Context: an optimization exercise on an open-source flow, tuned for small area, a short achievable clock period and few clock cycles per item. The choices shown serve that exercise and are no tape-out recipe. Only simulation tests tie the RTL to the original design; equivalence was not proved. Power and IR drop assume default switching activity.

==> wip/onyx: inputs <==
==> flow/design.v <==
`default_nettype none
package cache_pkg;
    localparam int word_width      = 32;
    localparam int words_per_line  = 4;
    localparam int line_width      = word_width * words_per_line;   
    localparam int num_lines       = 8;
    localparam int index_width     = 3;
    localparam int offset_width    = 2;
    localparam int addr_width      = 30;                             
    localparam int tag_width       = addr_width - index_width - offset_width;
    localparam int line_addr_width = tag_width + index_width;        
    typedef logic [word_width-1:0]  word_t;
    typedef logic [tag_width-1:0]   tag_t;
    typedef logic [index_width-1:0] index_t;
    typedef word_t [words_per_line-1:0] line_t;
    typedef struct packed {
        tag_t                    tag;     
        index_t                  index;
        logic [offset_width-1:0] word;    
    } addr_fields_t;
    typedef union packed {
        logic [addr_width-1:0] flat;
        addr_fields_t          fields;
    } proc_addr_u;
    typedef enum logic [1:0] {
        idle      = 2'd0,
        compare   = 2'd1,
        allocate  = 2'd2,
        writeback = 2'd3
    } cache_state_e;
endpackage
`default_nettype wire
`timescale 1ns/100ps
`default_nettype none
module write_back_cache (
    input  wire                                   clk,
    input  wire                                   rst_n,
    input  wire                                   proc_read,
    input  wire                                   proc_write,
    input  wire [cache_pkg::addr_width-1:0]       proc_addr,
    input  wire cache_pkg::word_t                 proc_wdata,
    output wire cache_pkg::word_t                 proc_rdata,
    output wire                                   proc_stall,
    output wire                                   mem_read,
    output wire                                   mem_write,
    output wire [cache_pkg::line_addr_width-1:0]  mem_addr,
    output wire cache_pkg::line_t                 mem_wdata,
    input  wire cache_pkg::line_t                 mem_rdata,
    input  wire                                   mem_ready
);
    localparam int WW = cache_pkg::word_width;
    localparam int LW = cache_pkg::line_width;
    localparam int NL = cache_pkg::num_lines;
    localparam int TW = cache_pkg::tag_width;
    wire  [LW-1:0] mem_line = mem_rdata;     
    logic [NL-1:0][LW-1:0] line_mem;
    logic [NL-1:0][TW-1:0] tag_mem;
    logic [NL-1:0] valid;
    logic [NL-1:0] dirty;
    wire [TW-1:0] a_tag = proc_addr[29:5];
    wire [2:0]    idx   = proc_addr[4:2];
    wire [1:0]    wsel  = proc_addr[1:0];
    wire          req   = proc_read | proc_write;
    logic [NL-1:0] line_hit;
    always_comb begin
        for (int i = 0; i < NL; i++) begin
            line_hit[i] = valid[i] & (tag_mem[i] == a_tag);
        end
    end
    logic [NL-1:0] idx_dec;
    logic          hit;
    logic          v_dirty;                  
    logic [TW-1:0] v_tag;
    logic [LW-1:0] line;
    always_comb begin
        hit     = 1'b0;
        v_dirty = 1'b0;
        v_tag   = '0;
        line    = '0;
        for (int i = 0; i < NL; i++) begin
            idx_dec[i] = (idx == i);
            hit     = hit     | (idx_dec[i] & line_hit[i]);
            v_dirty = v_dirty | (idx_dec[i] & dirty[i]);
            v_tag   = v_tag   | ({TW{idx_dec[i]}} & tag_mem[i]);
            line    = line    | ({LW{idx_dec[i]}} & line_mem[i]);
        end
    end
    assign mem_write = req & ~hit & v_dirty;
    assign mem_read  = req & ~hit & ~v_dirty;
    assign mem_addr  = {v_dirty ? v_tag : a_tag, idx};
    assign mem_wdata = line;
    logic [WW-1:0] line_word;
    logic [WW-1:0] fill_word;
    always_comb begin
        case (wsel)
            2'd0: begin line_word = line[0*WW +: WW]; fill_word = mem_line[0*WW +: WW]; end
            2'd1: begin line_word = line[1*WW +: WW]; fill_word = mem_line[1*WW +: WW]; end
            2'd2: begin line_word = line[2*WW +: WW]; fill_word = mem_line[2*WW +: WW]; end
            default: begin line_word = line[3*WW +: WW]; fill_word = mem_line[3*WW +: WW]; end
        endcase
    end
    assign proc_stall = ~hit & ~(mem_ready & ~v_dirty);
    assign proc_rdata = mem_ready ? fill_word : line_word;
    wire fill    = mem_read & mem_ready;
    wire wb_done = mem_write & mem_ready;
    wire store   = proc_write & hit;
    logic [3:0]    wsel_dec;
    logic [LW-1:0] wbus;
    always_comb begin
        for (int w = 0; w < 4; w++) begin
            wsel_dec[w] = (wsel == w);
            wbus[w*WW +: WW] = (proc_write & wsel_dec[w]) ? proc_wdata : mem_line[w*WW +: WW];
        end
    end
    always_ff @(posedge clk) begin
        for (int i = 0; i < NL; i++) begin
            for (int w = 0; w < 4; w++) begin
                if (idx_dec[i] && (fill || (store && wsel_dec[w]))) begin
                    line_mem[i][w*WW +: WW] <= wbus[w*WW +: WW];
                end
            end
            if (idx_dec[i] && fill) begin
                tag_mem[i] <= a_tag;
            end
        end
    end
    always_ff @(posedge clk or negedge rst_n) begin
        if (!rst_n) begin
            valid <= '0;
            dirty <= '0;
        end else begin
            for (int i = 0; i < NL; i++) begin
                if (idx_dec[i]) begin
                    if (fill) begin
                        valid[i] <= 1'b1;
                        dirty[i] <= proc_write;
                    end else if (store) begin
                        dirty[i] <= 1'b1;
                    end else if (wb_done) begin
                        dirty[i] <= 1'b0;
                    end
                end
            end
        end
    end
endmodule
`default_nettype wire
==> flow/run.sh <==
#!/bin/bash
# synth_recipe.tcl (not shown) runs the flow's synth.tcl, then flattens the netlist and writes it again
# the make line also repeats each setting of config.mk as NAME=value (left out here)
make -C /OpenROAD-flow-scripts/flow DESIGN_CONFIG=/design/flow/config.mk WORK_HOME=/design/flow/orfs CLKGATE_MAP_FILE= SYNTH_SCRIPT=/design/flow/synth_recipe.tcl finish
==> flow/config.mk <==
export PLATFORM = sky130hd
export DESIGN_NAME = write_back_cache
export DESIGN_NICKNAME = write_back_cache
export VERILOG_FILES = /design/flow/design.v
export SDC_FILE = /design/flow/constraint.sdc
export NUM_CORES = 4
export LEC_CHECK = 0
export CAP_MARGIN = 20
export CORE_MARGIN = 2
export CORE_UTILIZATION = 55
export GPL_ROUTABILITY_DRIVEN = 1
export SETUP_SLACK_MARGIN = 1.5
export SLEW_MARGIN = 20
==> flow/constraint.sdc <==
create_clock -name core_clock -period 5.2 [get_ports {clk}]
set_input_delay 1.0400 -clock core_clock [delete_from_list [all_inputs] [get_ports {clk}]]
set_output_delay 1.0400 -clock core_clock [all_outputs]
set_load 0.01 [all_outputs]
==> wip/ember (differences from wip/onyx) <==
--- a/flow/design.v
+++ b/flow/design.v
@@ -32,6 +32,34 @@
 `default_nettype wire
 `timescale 1ns/100ps
 `default_nettype none
+module cache_sel8 (
+    input  wire [7:0] s,
+    input  wire [7:0] d,
+    output wire       y
+);
+    assign y = |(s & d);
+endmodule
+`default_nettype wire
+`default_nettype none
+module cache_idx_dec (
+    input  wire [2:0] idx,
+    output wire [7:0] dec
+);
+    for (genvar i = 0; i < 8; i++) begin : g_dec
+        assign dec[i] = (idx == i);
+    end
+endmodule
+module cache_tag_match (
+    input  wire        valid,
+    input  wire [24:0] tag,
+    input  wire [24:0] a_tag,
+    output wire        match
+);
+    assign match = valid & (tag == a_tag);
+endmodule
+`default_nettype wire
+`timescale 1ns/100ps
+`default_nettype none
 module write_back_cache (
     input  wire                                   clk,
     input  wire                                   rst_n,
@@ -61,54 +89,68 @@
     wire [2:0]    idx   = proc_addr[4:2];
     wire [1:0]    wsel  = proc_addr[1:0];
     wire          req   = proc_read | proc_write;
+    localparam int ND = 5;                   
+    logic [ND-1:0][NL-1:0] dec;
+    for (genvar k = 0; k < ND; k++) begin : g_dec
+        cache_idx_dec u_dec (.idx(idx), .dec(dec[k]));
+    end
+    wire [NL-1:0] idx_dec = dec[0];          
     logic [NL-1:0] line_hit;
-    always_comb begin
-        for (int i = 0; i < NL; i++) begin
-            line_hit[i] = valid[i] & (tag_mem[i] == a_tag);
-        end
+    for (genvar i = 0; i < NL; i++) begin : g_match
+        cache_tag_match u_match (.valid(valid[i]), .tag(tag_mem[i]), .a_tag(a_tag), .match(line_hit[i]));
     end
-    logic [NL-1:0] idx_dec;
     logic          hit;
     logic          v_dirty;                  
     logic [TW-1:0] v_tag;
     logic [LW-1:0] line;
-    always_comb begin
-        hit     = 1'b0;
-        v_dirty = 1'b0;
-        v_tag   = '0;
-        line    = '0;
-        for (int i = 0; i < NL; i++) begin
-            idx_dec[i] = (idx == i);
-            hit     = hit     | (idx_dec[i] & line_hit[i]);
-            v_dirty = v_dirty | (idx_dec[i] & dirty[i]);
-            v_tag   = v_tag   | ({TW{idx_dec[i]}} & tag_mem[i]);
-            line    = line    | ({LW{idx_dec[i]}} & line_mem[i]);
+    cache_sel8 u_sel_hit   (.s(dec[0]), .d(line_hit), .y(hit));
+    cache_sel8 u_sel_dirty (.s(dec[0]), .d(dirty), .y(v_dirty));
+    for (genvar b = 0; b < TW; b++) begin : g_tag
+        wire [NL-1:0] col;
+        for (genvar i = 0; i < NL; i++) begin : g_col
+            assign col[i] = tag_mem[i][b];
         end
+        cache_sel8 u_sel (.s(dec[1]), .d(col), .y(v_tag[b]));
+    end
+    for (genvar b = 0; b < LW; b++) begin : g_line
+        wire [NL-1:0] col;
+        for (genvar i = 0; i < NL; i++) begin : g_col
+            assign col[i] = line_mem[i][b];
+        end
+        cache_sel8 u_sel (.s(dec[2 + (b % 96) / 32]), .d(col), .y(line[b]));
     end
     assign mem_write = req & ~hit & v_dirty;
     assign mem_read  = req & ~hit & ~v_dirty;
     assign mem_addr  = {v_dirty ? v_tag : a_tag, idx};
     assign mem_wdata = line;
-    logic [WW-1:0] line_word;
-    logic [WW-1:0] fill_word;
+    logic [3:0] wsel_dec;
     always_comb begin
-        case (wsel)
-            2'd0: begin line_word = line[0*WW +: WW]; fill_word = mem_line[0*WW +: WW]; end
-            2'd1: begin line_word = line[1*WW +: WW]; fill_word = mem_line[1*WW +: WW]; end
-            2'd2: begin line_word = line[2*WW +: WW]; fill_word = mem_line[2*WW +: WW]; end
-            default: begin line_word = line[3*WW +: WW]; fill_word = mem_line[3*WW +: WW]; end
-        endcase
+        for (int w = 0; w < 4; w++) begin
+            wsel_dec[w] = (wsel == w);
+        end
+    end
+    wire [7:0]     rd_sel;
+    for (genvar w = 0; w < 4; w++) begin : g_rd_sel
+        assign rd_sel[2*w]   = wsel_dec[w] & ~mem_ready;
+        assign rd_sel[2*w+1] = wsel_dec[w] & mem_ready;
+    end
+    wire [WW-1:0]  rd_word;
+    for (genvar b = 0; b < WW; b++) begin : g_rd
+        cache_sel8 u_sel (
+            .s (rd_sel),
+            .d ({mem_line[96+b], line[96+b], mem_line[64+b], line[64+b],
+                 mem_line[32+b], line[32+b], mem_line[b], line[b]}),
+            .y (rd_word[b])
+        );
     end
     assign proc_stall = ~hit & ~(mem_ready & ~v_dirty);
-    assign proc_rdata = mem_ready ? fill_word : line_word;
+    assign proc_rdata = rd_word;
     wire fill    = mem_read & mem_ready;
     wire wb_done = mem_write & mem_ready;
     wire store   = proc_write & hit;
-    logic [3:0]    wsel_dec;
     logic [LW-1:0] wbus;
     always_comb begin
         for (int w = 0; w < 4; w++) begin
-            wsel_dec[w] = (wsel == w);
             wbus[w*WW +: WW] = (proc_write & wsel_dec[w]) ? proc_wdata : mem_line[w*WW +: WW];
         end
     end
==> flow/flow/run.sh (new file) <==
#!/bin/bash
# Standard ORFS layout (the standard.sh, unchanged synthesis) with these changes:
#  - ports are buffered with sky130_fd_sc_hd__buf_1 (repair may upsize them later)
#  - clock tree built from clkbuf_4/clkbuf_8 with sink clusters of up to 20 within 45 um and no dummy loads
set -euo pipefail
export BUFFER_PORTS_ARGS="-buffer_cell sky130_fd_sc_hd__buf_1"
export CTS_ARGS="-sink_clustering_enable -repair_clock_nets -dont_use_dummy_load -buf_list {sky130_fd_sc_hd__clkbuf_4 sky130_fd_sc_hd__clkbuf_8} -sink_clustering_size 20 -sink_clustering_max_diameter 45"
bash standard.sh cts > standard_cts.log 2>&1 || { tail -50 standard_cts.log; exit 1; }
bash standard.sh SETUP_SLACK_MARGIN=1.0 finish > standard_finish.log 2>&1 || { tail -50 standard_finish.log; exit 1; }
test -f out/final.def
==> flow/standard.sh (new file) <==
#!/bin/bash
# synth_recipe.tcl (not shown) runs the flow's synth.tcl, then flattens the netlist and writes it again
# the make line also repeats each setting of config.mk as NAME=value (left out here)
make -C /OpenROAD-flow-scripts/flow DESIGN_CONFIG=/design/flow/config.mk WORK_HOME=/design/flow/orfs CLKGATE_MAP_FILE= SYNTH_SCRIPT=/design/flow/synth_recipe.tcl "${@:-finish}"
PLACE_DENSITY = 0.75   (was default)
SETUP_SLACK_MARGIN = 0.5   (was 1.5)
SYNTH_HIERARCHICAL = 1   (was default)
removed: flow/run.sh
==> wip/amber (differences from wip/onyx) <==
--- a/flow/design.v
+++ b/flow/design.v
@@ -32,6 +32,34 @@
 `default_nettype wire
 `timescale 1ns/100ps
 `default_nettype none
+module cache_sel8 (
+    input  wire [7:0] s,
+    input  wire [7:0] d,
+    output wire       y
+);
+    assign y = |(s & d);
+endmodule
+`default_nettype wire
+`default_nettype none
+module cache_idx_dec (
+    input  wire [2:0] idx,
+    output wire [7:0] dec
+);
+    for (genvar i = 0; i < 8; i++) begin : g_dec
+        assign dec[i] = (idx == i);
+    end
+endmodule
+module cache_tag_match (
+    input  wire        valid,
+    input  wire [24:0] tag,
+    input  wire [24:0] a_tag,
+    output wire        match
+);
+    assign match = valid & (tag == a_tag);
+endmodule
+`default_nettype wire
+`timescale 1ns/100ps
+`default_nettype none
 module write_back_cache (
     input  wire                                   clk,
     input  wire                                   rst_n,
@@ -61,54 +89,68 @@
     wire [2:0]    idx   = proc_addr[4:2];
     wire [1:0]    wsel  = proc_addr[1:0];
     wire          req   = proc_read | proc_write;
+    localparam int ND = 5;                   
+    logic [ND-1:0][NL-1:0] dec;
+    for (genvar k = 0; k < ND; k++) begin : g_dec
+        cache_idx_dec u_dec (.idx(idx), .dec(dec[k]));
+    end
+    wire [NL-1:0] idx_dec = dec[0];          
     logic [NL-1:0] line_hit;
-    always_comb begin
-        for (int i = 0; i < NL; i++) begin
-            line_hit[i] = valid[i] & (tag_mem[i] == a_tag);
-        end
+    for (genvar i = 0; i < NL; i++) begin : g_match
+        cache_tag_match u_match (.valid(valid[i]), .tag(tag_mem[i]), .a_tag(a_tag), .match(line_hit[i]));
     end
-    logic [NL-1:0] idx_dec;
     logic          hit;
     logic          v_dirty;                  
     logic [TW-1:0] v_tag;
     logic [LW-1:0] line;
-    always_comb begin
-        hit     = 1'b0;
-        v_dirty = 1'b0;
-        v_tag   = '0;
-        line    = '0;
-        for (int i = 0; i < NL; i++) begin
-            idx_dec[i] = (idx == i);
-            hit     = hit     | (idx_dec[i] & line_hit[i]);
-            v_dirty = v_dirty | (idx_dec[i] & dirty[i]);
-            v_tag   = v_tag   | ({TW{idx_dec[i]}} & tag_mem[i]);
-            line    = line    | ({LW{idx_dec[i]}} & line_mem[i]);
+    cache_sel8 u_sel_hit   (.s(dec[0]), .d(line_hit), .y(hit));
+    cache_sel8 u_sel_dirty (.s(dec[0]), .d(dirty), .y(v_dirty));
+    for (genvar b = 0; b < TW; b++) begin : g_tag
+        wire [NL-1:0] col;
+        for (genvar i = 0; i < NL; i++) begin : g_col
+            assign col[i] = tag_mem[i][b];
         end
+        cache_sel8 u_sel (.s(dec[1]), .d(col), .y(v_tag[b]));
+    end
+    for (genvar b = 0; b < LW; b++) begin : g_line
+        wire [NL-1:0] col;
+        for (genvar i = 0; i < NL; i++) begin : g_col
+            assign col[i] = line_mem[i][b];
+        end
+        cache_sel8 u_sel (.s(dec[2 + (b % 96) / 32]), .d(col), .y(line[b]));
     end
     assign mem_write = req & ~hit & v_dirty;
     assign mem_read  = req & ~hit & ~v_dirty;
     assign mem_addr  = {v_dirty ? v_tag : a_tag, idx};
     assign mem_wdata = line;
-    logic [WW-1:0] line_word;
-    logic [WW-1:0] fill_word;
+    logic [3:0] wsel_dec;
     always_comb begin
-        case (wsel)
-            2'd0: begin line_word = line[0*WW +: WW]; fill_word = mem_line[0*WW +: WW]; end
-            2'd1: begin line_word = line[1*WW +: WW]; fill_word = mem_line[1*WW +: WW]; end
-            2'd2: begin line_word = line[2*WW +: WW]; fill_word = mem_line[2*WW +: WW]; end
-            default: begin line_word = line[3*WW +: WW]; fill_word = mem_line[3*WW +: WW]; end
-        endcase
+        for (int w = 0; w < 4; w++) begin
+            wsel_dec[w] = (wsel == w);
+        end
+    end
+    wire [7:0]     rd_sel;
+    for (genvar w = 0; w < 4; w++) begin : g_rd_sel
+        assign rd_sel[2*w]   = wsel_dec[w] & ~mem_ready;
+        assign rd_sel[2*w+1] = wsel_dec[w] & mem_ready;
+    end
+    wire [WW-1:0]  rd_word;
+    for (genvar b = 0; b < WW; b++) begin : g_rd
+        cache_sel8 u_sel (
+            .s (rd_sel),
+            .d ({mem_line[96+b], line[96+b], mem_line[64+b], line[64+b],
+                 mem_line[32+b], line[32+b], mem_line[b], line[b]}),
+            .y (rd_word[b])
+        );
     end
     assign proc_stall = ~hit & ~(mem_ready & ~v_dirty);
-    assign proc_rdata = mem_ready ? fill_word : line_word;
+    assign proc_rdata = rd_word;
     wire fill    = mem_read & mem_ready;
     wire wb_done = mem_write & mem_ready;
     wire store   = proc_write & hit;
-    logic [3:0]    wsel_dec;
     logic [LW-1:0] wbus;
     always_comb begin
         for (int w = 0; w < 4; w++) begin
-            wsel_dec[w] = (wsel == w);
             wbus[w*WW +: WW] = (proc_write & wsel_dec[w]) ? proc_wdata : mem_line[w*WW +: WW];
         end
     end
==> flow/flow/run.sh (new file) <==
#!/bin/bash
# Standard ORFS layout (the standard.sh, unchanged synthesis) with these changes:
#  - ports are buffered with sky130_fd_sc_hd__buf_1 (repair may upsize them later)
#  - clock tree built from clkbuf_4/clkbuf_8 with sink clusters of up to 20 within 45 um and no dummy loads
set -euo pipefail
export BUFFER_PORTS_ARGS="-buffer_cell sky130_fd_sc_hd__buf_1"
export CTS_ARGS="-sink_clustering_enable -repair_clock_nets -dont_use_dummy_load -buf_list {sky130_fd_sc_hd__clkbuf_4 sky130_fd_sc_hd__clkbuf_8} -sink_clustering_size 20 -sink_clustering_max_diameter 45"
bash standard.sh cts > standard_cts.log 2>&1 || { tail -50 standard_cts.log; exit 1; }
bash standard.sh SETUP_SLACK_MARGIN=1.0 finish > standard_finish.log 2>&1 || { tail -50 standard_finish.log; exit 1; }
test -f out/final.def
==> flow/standard.sh (new file) <==
#!/bin/bash
# synth_recipe.tcl (not shown) runs the flow's synth.tcl, then flattens the netlist and writes it again
# the make line also repeats each setting of config.mk as NAME=value (left out here)
make -C /OpenROAD-flow-scripts/flow DESIGN_CONFIG=/design/flow/config.mk WORK_HOME=/design/flow/orfs CLKGATE_MAP_FILE= SYNTH_SCRIPT=/design/flow/synth_recipe.tcl "${@:-finish}"
CORE_UTILIZATION = 60   (was 55)
PLACE_DENSITY = 0.75   (was default)
SETUP_SLACK_MARGIN = 0.65   (was 1.5)
SYNTH_HIERARCHICAL = 1   (was default)
removed: flow/run.sh
==> wip/pepper (differences from wip/onyx) <==
--- a/flow/design.v
+++ b/flow/design.v
@@ -61,30 +61,25 @@
     wire [2:0]    idx   = proc_addr[4:2];
     wire [1:0]    wsel  = proc_addr[1:0];
     wire          req   = proc_read | proc_write;
-    logic [NL-1:0] line_hit;
-    always_comb begin
-        for (int i = 0; i < NL; i++) begin
-            line_hit[i] = valid[i] & (tag_mem[i] == a_tag);
-        end
-    end
     logic [NL-1:0] idx_dec;
-    logic          hit;
+    logic          v_valid;
     logic          v_dirty;                  
     logic [TW-1:0] v_tag;
     logic [LW-1:0] line;
     always_comb begin
-        hit     = 1'b0;
+        v_valid = 1'b0;
         v_dirty = 1'b0;
         v_tag   = '0;
         line    = '0;
         for (int i = 0; i < NL; i++) begin
             idx_dec[i] = (idx == i);
-            hit     = hit     | (idx_dec[i] & line_hit[i]);
+            v_valid = v_valid | (idx_dec[i] & valid[i]);
             v_dirty = v_dirty | (idx_dec[i] & dirty[i]);
             v_tag   = v_tag   | ({TW{idx_dec[i]}} & tag_mem[i]);
             line    = line    | ({LW{idx_dec[i]}} & line_mem[i]);
         end
     end
+    wire hit = v_valid & (v_tag == a_tag);
     assign mem_write = req & ~hit & v_dirty;
     assign mem_read  = req & ~hit & ~v_dirty;
     assign mem_addr  = {v_dirty ? v_tag : a_tag, idx};
==> flow/flow/run.sh (new file) <==
#!/bin/bash
# Standard ORFS layout (the standard.sh, unchanged synthesis) with two changes:
#  - ports are buffered with sky130_fd_sc_hd__buf_1 (repair may upsize them later)
#  - clock tree built from clkbuf_4/clkbuf_8 with sink clusters of up to 16 within 40 um and no dummy loads
set -euo pipefail
export BUFFER_PORTS_ARGS="-buffer_cell sky130_fd_sc_hd__buf_1"
export CTS_ARGS="-sink_clustering_enable -repair_clock_nets -dont_use_dummy_load -buf_list {sky130_fd_sc_hd__clkbuf_4 sky130_fd_sc_hd__clkbuf_8} -sink_clustering_size 16 -sink_clustering_max_diameter 40"
bash standard.sh finish > standard_finish.log 2>&1 || { tail -50 standard_finish.log; exit 1; }
test -f out/final.def
==> flow/standard.sh (new file) <==
#!/bin/bash
# synth_recipe.tcl (not shown) runs the flow's synth.tcl, then flattens the netlist and writes it again
# the make line also repeats each setting of config.mk as NAME=value (left out here)
make -C /OpenROAD-flow-scripts/flow DESIGN_CONFIG=/design/flow/config.mk WORK_HOME=/design/flow/orfs CLKGATE_MAP_FILE= SYNTH_SCRIPT=/design/flow/synth_recipe.tcl "${@:-finish}"
ABC_AREA = 1   (was default)
SETUP_SLACK_MARGIN = 0.8   (was 1.5)
removed: flow/run.sh
==> run summary <==
metric	wip/ember	wip/onyx	wip/amber	wip/pepper
Outcome	no timing/DRC/antenna violations	no timing/DRC/antenna violations	no timing/DRC/antenna violations	no timing/DRC/antenna violations
Sum of net half-perimeters after detailed placement	102000 µm	119000 µm	105000 µm	117000 µm
Worst setup startpoint	proc_addr[4]	proc_addr[2]	proc_addr[2]	proc_addr[4]
Setup slack, reg-to-reg	1.38 ns	1.53 ns	1.46 ns	1.91 ns
Routing usage on met3	9.81%	9.61%	10.4%	7.63%
Sequential fraction of the synthesis area	75.8%	74.0%	75.8%	74.6%
DR WL/cell	34.0 µm	36.9 µm	35.8 µm	31.0 µm
Net Sw Frac	24.1%	24.1%	24.2%	25.4%
Post-synthesis compound-gate area fraction	11.8%	9.63%	11.8%	8.25%
Layout cell share with drive strength beyond 1	17.2%	41.5%	18.9%	14.4%
Min Hold Slack	0.396 ns	0.459 ns	0.419 ns	0.283 ns
Final-layout clock-cell area share	2.79%	5.56%	2.78%	3.56%
Inserted Clock Buffers	113	120	114	150
Full die area	91500 µm²	93700 µm²	84000 µm²	93000 µm²
Width of the die	303 µm	306 µm	290 µm	305 µm
Clock net power	4.85 mW	8.87 mW	4.85 mW	5.74 mW
Clock Latency Late Sink	0.78 ns	0.73 ns	0.81 ns	0.86 ns
Met2 wire length	72100 µm	91300 µm	75800 µm	81300 µm
Portion of synthesized cell area occupied by the leading cell type	75.0%	73.2%	75.0%	73.8%
Buffer cell driving the clock tree root	sky130_fd_sc_hd__clkbuf_8	sky130_fd_sc_hd__clkbuf_16	sky130_fd_sc_hd__clkbuf_8	sky130_fd_sc_hd__clkbuf_8
Testbench counts of wip/onyx, summed over its fixed seeds: cycles 79,084, accesses 32,000.
Testbench counts of wip/ember, summed over its fixed seeds: cycles 79,084, accesses 32,000.
Testbench counts of wip/amber, summed over its fixed seeds: cycles 79,084, accesses 32,000.
Testbench counts of wip/pepper, summed over its fixed seeds: cycles 79,084, accesses 32,000.

-- static timing again, ports no longer ideal --
The flow's constraints put no driver on any port. The routed layouts listed below were extracted and timed again, unchanged, in two steps. Step 1 (the two cells are an assumption about what drives the block):
set clk [get_ports {clk}]
set_driving_cell -lib_cell sky130_fd_sc_hd__clkbuf_16 $clk
set_driving_cell -lib_cell sky130_fd_sc_hd__buf_2 [delete_from_list [all_inputs] $clk]
Step 2 times the ports against the registers' clock, not the clock port: input delays grow and output delays shrink by t, the midpoint of the rising clock arrivals with the driver on. Three values: ideal ports, drivers, drivers and shift; two values: the first two.
run	shift t [ns]	slack for setup (ns)	worst slew at a driven data input, ns
wip/onyx	0.784	0.747 / 0.687 / 0.507	0.14
wip/ember	0.791	0.968 / 0.815 / 0.450	0.18
wip/amber	0.818	0.935 / 0.840 / 0.442	0.16
wip/pepper	0.893	0.789 / 0.759 / 0.532	0.13
After both steps setup and hold are still met in every run listed. For wip/ember, which loses most, drivers alone change the setup slack by -0.153 ns; drivers and shift together by -0.518 ns.
